From an optimization exercise on the open Yosys and OpenROAD flow, aimed at small area, a short achievable clock period and few clock cycles; shortcuts taken in it are not production practice.
Power is estimated from default activity; no workload was simulated.

Setup of job 101:
==> flow/design.v (excerpt) <==
module rectangle_subtract (
    input  logic        i_clk,
    input  logic        i_rst_n,
    input  logic        i_rect_valid,
    output logic        o_rect_ready,
    input  logic [15:0] i_rect_x,
    input  logic [15:0] i_rect_y,
    input  logic [15:0] i_rect_width,
    input  logic [15:0] i_rect_height,
    input  logic        i_cfg_valid,
    output logic        o_cfg_ready,
    input  logic [1:0]  i_cfg_index,
    input  logic [15:0] i_cfg_data,
    output logic        o_piece_valid,
    input  logic        i_piece_ready,
    output logic [15:0] o_piece_x,
    output logic [15:0] o_piece_y,
    output logic [15:0] o_piece_width,
    output logic [15:0] o_piece_height,
    output logic [2:0]  o_piece_side,
    output logic        o_piece_last
);
Settings: LEC_CHECK=0, CAP_MARGIN=20, CORE_MARGIN=2, CORE_UTILIZATION=40, CTS_BUF_LIST=sky130_fd_sc_hd__clkbuf_8, SETUP_SLACK_MARGIN=2.5, SLEW_MARGIN=20; clock period 5.0 ns.
standard.sh (not shown) runs the stock make flow with config.mk's settings and CLKGATE_MAP_FILE= SYNTH_SCRIPT=/design/flow/synth_recipe.tcl, a recipe that flattens the netlist after the stock synthesis.
==> flow/flow/run.sh <==
#!/bin/bash
# Own layout flow: the standard layout (standard.sh, unchanged synthesis,
# floorplan, power grid, placement, CTS and routing), except that the port
# buffers that global placement inserts on every input and output are plain
# sky130_fd_sc_hd__buf_2 cells instead of the delay-buffer cell buffer_ports
# picks by default. The full output of the run goes to standard.log here;
# each ORFS step's own log is under orfs/logs/.
set -euo pipefail
export BUFFER_PORTS_ARGS="-buffer_cell sky130_fd_sc_hd__buf_2"
bash standard.sh > standard.log 2>&1
No stage failed in job 101, and the final checks on the layout all came back clean.
For job 102, these inputs were changed with respect to job 101:
diff --git a/flow/config.mk b/flow/config.mk
--- a/flow/config.mk
+++ b/flow/config.mk
@@ -12 +12 @@
-export SETUP_SLACK_MARGIN = 2.5
+export SETUP_SLACK_MARGIN = 2.0
==> comparison <==
Job 101 → job 102: proportion of layout cells with a drive suffix above 1 dropped 3.8 points, sequential share of layout area climbed 1.1 points, final weighted congestion in routability-driven placement climbed 0.88%, final net count dropped 33, critical path depth climbed 1.
Hold slack was higher in job 101 than in job 102.
Multi-input logic portion of the cell area delta (job 101 -> job 102): insignificant
Job 102 vs job 101, count of placed standard cells in the final layout, fillers left out went down by about 1.4%.
Function was not checked in any run of this note: the RTL went through the layout flow alone.


== run X ==
Another version of the RTL of rectangle_subtract (not shown whole).
Size: roughly 1300 cells after synthesis, ~240 flip-flops, roughly 160 I/O pins.
export LEC_CHECK = 0
export CAP_MARGIN = 20
export CORE_MARGIN = 2
export CORE_UTILIZATION = 40
export SETUP_SLACK_MARGIN = 2.0
export SLEW_MARGIN = 20
create_clock -name core_clock -period 5.0 [get_ports {i_clk}]
run.sh (not shown) runs the stock make flow with config.mk's settings and CLKGATE_MAP_FILE= SYNTH_SCRIPT=/design/flow/synth_recipe.tcl, a recipe that flattens the netlist after the stock synthesis.
Stock flow here: none of the scripts above is used.
What run D does differently from run X at the input level:
Settings: an added CTS_BUF_LIST of sky130_fd_sc_hd__clkbuf_8.
==> flow/flow/run.sh (new file) <==
#!/bin/bash
# Own layout flow: the standard layout (standard.sh, unchanged synthesis,
# floorplan, power grid, placement, CTS and routing), except that the port
# buffers that global placement inserts on every input and output are plain
# sky130_fd_sc_hd__buf_2 cells instead of the delay-buffer cell buffer_ports
# picks by default. The full output of the run goes to standard.log here;
# each ORFS step's own log is under orfs/logs/.
set -euo pipefail
export BUFFER_PORTS_ARGS="-buffer_cell sky130_fd_sc_hd__buf_2"
bash standard.sh > standard.log 2>&1
==> flow/standard.sh (new file) <==
#!/bin/bash
# synth_recipe.tcl (not shown) runs the flow's synth.tcl, then flattens the netlist and writes it again
# the make line also repeats each setting of config.mk as NAME=value (left out here)
make -C /OpenROAD-flow-scripts/flow DESIGN_CONFIG=/design/flow/config.mk WORK_HOME=/design/flow/orfs CLKGATE_MAP_FILE= SYNTH_SCRIPT=/design/flow/synth_recipe.tcl "${@:-finish}"
removed: flow/run.sh
--- outcome ---
- From run X to run D the numbers moved as follows: fill cell instance count of the final layout has increased, critical path depth in cells has increased, wire length has decreased, via count of the first global-routing pass has increased, clock skew has decreased.
- Comparing run X and run D, the lower total power is on run D.
- Per the comparison of run D with run X, least setup slack across all paths after layout ~0 delta, sequential share of layout area +1.7 points, area occupied by multi-input gates -about 0.7%, post-synthesis to final-layout area growth -5.7 points.
No functional check of the RTL was part of any run of this note.

==> separate check: timing with driven ports <==
The flow's constraints put no driver on any port. The routed layouts listed below were extracted and timed again, unchanged, in two steps.
Step 1 assumes that a clkbuf_16 drives the clock port and a buf_2 every other input.
Step 2 moves the port delays by t, midway between the first and last clock arrival at a register: inputs arrive t later, outputs are due t later. That takes back most of the time a late clock gives input paths.
Slacks: ideal ports / drivers / drivers and shift; pairs: ideal ports / drivers.
run | t (ns) | setup slack, ns | hold slack, ns | pins driven straight from the clock port
job 101 | 0.616 | 1.517 / 1.517 / 1.120 | 0.530 / 0.530 / 0.530 | 1
job 102 | 0.593 | 1.472 / 1.472 / 1.148 | 0.515 / 0.515 / 0.515 | 1
run X | 0.582 | 1.738 / 1.738 / 1.328 | 0.542 / 0.542 / 0.542 | 1
run D | 0.611 | 1.735 / 1.735 / 1.388 | 0.512 / 0.512 / 0.512 | 1
After both steps every run listed still meets setup and hold. The setup slack of run X, which loses most, moves by 0.000 ns with the drivers and by -0.410 ns with both steps.
